What follows belongs to an exercise in optimizing a design on an open flow for small area; a production flow would make more cautious choices. The RTL was checked by simulation tests, not by an equivalence proof against the original design. Power and IR drop assume default switching activity.

==> flow/design.v (excerpt) <==
module tank_renderer #(
    parameter int BULLET_NUM = 8
) (
    input  logic                  pclk,
    input  logic                  in_reset_hint,
    input  logic                  wr_req,
    input  render_pkg::reg_addr_t wr_addr,
    input  render_pkg::reg_data_t wr_data,
    output logic                  wr_ack,
    input  render_pkg::coord_t    pixel_x,
    input  render_pkg::row_t      pixel_y,
    input  logic                  in_display,
    output render_pkg::coord_t    map_rd_x,
    output render_pkg::coord_t    map_rd_y,
    input  logic                  map_wall,
    output render_pkg::rgb_t      rgb
);
    function automatic logic ge_c(input logic [8:0] x, input logic [8:0] c);   
        logic r;
        r = 1'b1;
        for (int k = 0; k < 9; k++) r = c[k] ? (x[k] & r) : (x[k] | r);
        ge_c = r;
    endfunction
    function automatic logic [8:0] sub9(input logic [8:0] a, input logic [8:0] b);   
        logic br;
        br = 1'b0;
        for (int k = 0; k < 9; k++) begin
            sub9[k] = a[k] ^ b[k] ^ br;
            br = (~a[k] & b[k]) | (~(a[k] ^ b[k]) & br);
        end
    endfunction
    logic [7:0]              p1_x, p1_y, p2_x, p2_y;
    logic [1:0]              p1_dir, p2_dir;
    logic [1:0]              p1_hp, p2_hp;
    logic                    p1_alive, p2_alive, p1_shield, p2_shield;
    logic [BULLET_NUM*8-1:0] bullet_xd, bullet_yd;
    logic                    game_over, p1_win;
    logic [8:0]              game_y;
    logic                    in_game;
    logic                    any_bullet, p1_body, p2_body, p1_shield_px, p2_shield_px;
    logic                    banner_box, banner_text;
    assign game_y   = sub9(pixel_y, 9'd8);
    assign in_game  = ge_c(pixel_y, 9'd8) && !ge_c(pixel_y, 9'd150);
    assign map_rd_x = pixel_x;
    assign map_rd_y = game_y[7:0];
    scene_regs #(.BULLET_NUM(BULLET_NUM)) u_regs (
        .pclk, .in_reset_hint, .wr_req, .wr_addr, .wr_data, .wr_ack,
        .p1_x, .p1_y, .p2_x, .p2_y, .p1_dir, .p2_dir, .p1_hp, .p2_hp,
  ...
Size: ~74 I/O pins, roughly 9500 sq um of cells after synthesis.
export LEC_CHECK = 0
export ABC_AREA = 1
export CAP_MARGIN = 20
export CORE_MARGIN = 2
export CORE_UTILIZATION = 72
export SLEW_MARGIN = 20
create_clock -name core_clock -period 8.0 [get_ports {pclk}]
standard.sh (not shown) runs the stock make flow with config.mk's settings and CLKGATE_MAP_FILE= SYNTH_SCRIPT=/design/flow/synth_recipe.tcl, a recipe that flattens the netlist after the stock synthesis.
==> flow/flow/run.sh <==
#!/bin/bash
# The standard layout (standard.sh) with these changes:
# - synthesis maps logic with an area-oriented abc script (area.abc), and leaves adders to abc
#   instead of mapping them to adder cells first; registers are mapped as in the standard flow
# - the port buffers are the smallest buffer cell
# - clock tree synthesis uses clkbuf_8 and no dummy loads
set -euo pipefail
W=$(pwd)
export FLOW_ABC_SCRIPT=$W/flow/area.abc
export BUFFER_PORTS_ARGS="-buffer_cell sky130_fd_sc_hd__buf_1"
export CTS_ARGS="-sink_clustering_enable -repair_clock_nets -buf_list sky130_fd_sc_hd__clkbuf_8 -dont_use_dummy_load"
sed -e "s#SYNTH_SCRIPT=[^ ]*#SYNTH_SCRIPT=$W/flow/synth.tcl ADDER_MAP_FILE= #" standard.sh > $W/flow_standard.sh
grep -q "SYNTH_SCRIPT=$W/flow/synth.tcl ADDER_MAP_FILE=" $W/flow_standard.sh
bash $W/flow_standard.sh > $W/flow_make.log 2>&1
==> flow/flow/area.abc <==
strash
&get -n
&st
&dch -f
&nf -p -a -F 10 -A 10 -C 32 -R 1000
&put
strash
&get -n
&st
&dch -f
&nf -p -a -F 10 -A 10 -C 32 -R 1000
&put
==> flow/flow/synth.tcl <==
# The standard synthesis script (synth_recipe.tcl), with the abc mapping step given an
# area-oriented script ($::env(FLOW_ABC_SCRIPT)) in place of ORFS's; registers are untouched
proc synth {args} { yosys synth -nofsm -noshare {*}$args }
proc abc {args} {
  set i [lsearch -exact $args -script]
  if { $i >= 0 } { lset args [expr {$i + 1}] $::env(FLOW_ABC_SCRIPT) }
  yosys abc {*}$args
}
source $::env(SCRIPTS_DIR)/synth.tcl
# left out here: clear keep_hierarchy, flatten, clean up, hide names made inside functions, write 1_2_yosys.v
Change:
--- a/flow/flow/run.sh
+++ b/flow/flow/run.sh
@@ -4,3 +4,4 @@
 #   instead of mapping them to adder cells first; registers are mapped as in the standard flow
-# - the port buffers are the smallest buffer cell
+# - the port buffers, and the buffers synthesis puts on wires from port to port, are the
+#   smallest buffer cell
 # - clock tree synthesis uses clkbuf_8 and no dummy loads
@@ -11,3 +12,3 @@
 export CTS_ARGS="-sink_clustering_enable -repair_clock_nets -buf_list sky130_fd_sc_hd__clkbuf_8 -dont_use_dummy_load"
-sed -e "s#SYNTH_SCRIPT=[^ ]*#SYNTH_SCRIPT=$W/flow/synth.tcl ADDER_MAP_FILE= #" standard.sh > $W/flow_standard.sh
+sed -e "s#SYNTH_SCRIPT=[^ ]*#SYNTH_SCRIPT=$W/flow/synth.tcl ADDER_MAP_FILE= 'MIN_BUF_CELL_AND_PORTS=sky130_fd_sc_hd__buf_1 A X' #" standard.sh > $W/flow_standard.sh
 grep -q "SYNTH_SCRIPT=$W/flow/synth.tcl ADDER_MAP_FILE=" $W/flow_standard.sh
--- a/flow/flow/area.abc
+++ b/flow/flow/area.abc
@@ -12 +12,7 @@
 &put
+strash
+&get -n
+&st
+&dch -f
+&nf -p -a -F 10 -A 10 -C 32 -R 1000
+&put
- GPL_TIMING_DRIVEN: default -> 0
Worst setup slack is worse by 0.30 ns.
Sequential share of layout area increases by 0.29 points.
Design area came out lower by 0.55%.
Global-route usage stays flat.
Core utilization goes down by 0.12 points.
Wire length drops by 1.0%.
Via count falls by 1.2%.
Critical path depth falls by 1.
Clock-buffer cell count stays the same.
Power hardly moves.

static timing again, ports no longer ideal:
No port has a modelled driver above. Below, the same layouts with a new extraction and two added sets of constraints.
Step 1 sets driving cells, clkbuf_16 on the clock port and buf_2 on the other inputs (assumed; they add their load-dependent delay and slew).
Step 2 also shifts input and output timing later by t, the mid clock arrival at the registers, as if the neighbouring blocks saw the same clock.
a / b / c = ideal / step 1 / step 2; a / b = the first two.
run	shift t [ns]	setup WS [ns]	clock arrival spread, ns	slew at the worst register clock pin (ns)	worst data-port slew with drivers (ns)
the first run	0.498	1.921 / 1.919 / 1.420	0.037 / 0.037	0.10 / 0.10	0.05
the second run	0.506	1.625 / 1.632 / 1.127	0.034 / 0.033	0.10 / 0.10	0.04
After both steps setup and hold are still met in every run listed. For the first run, which loses most, drivers alone change the setup slack by -0.002 ns; drivers and shift together by -0.501 ns.
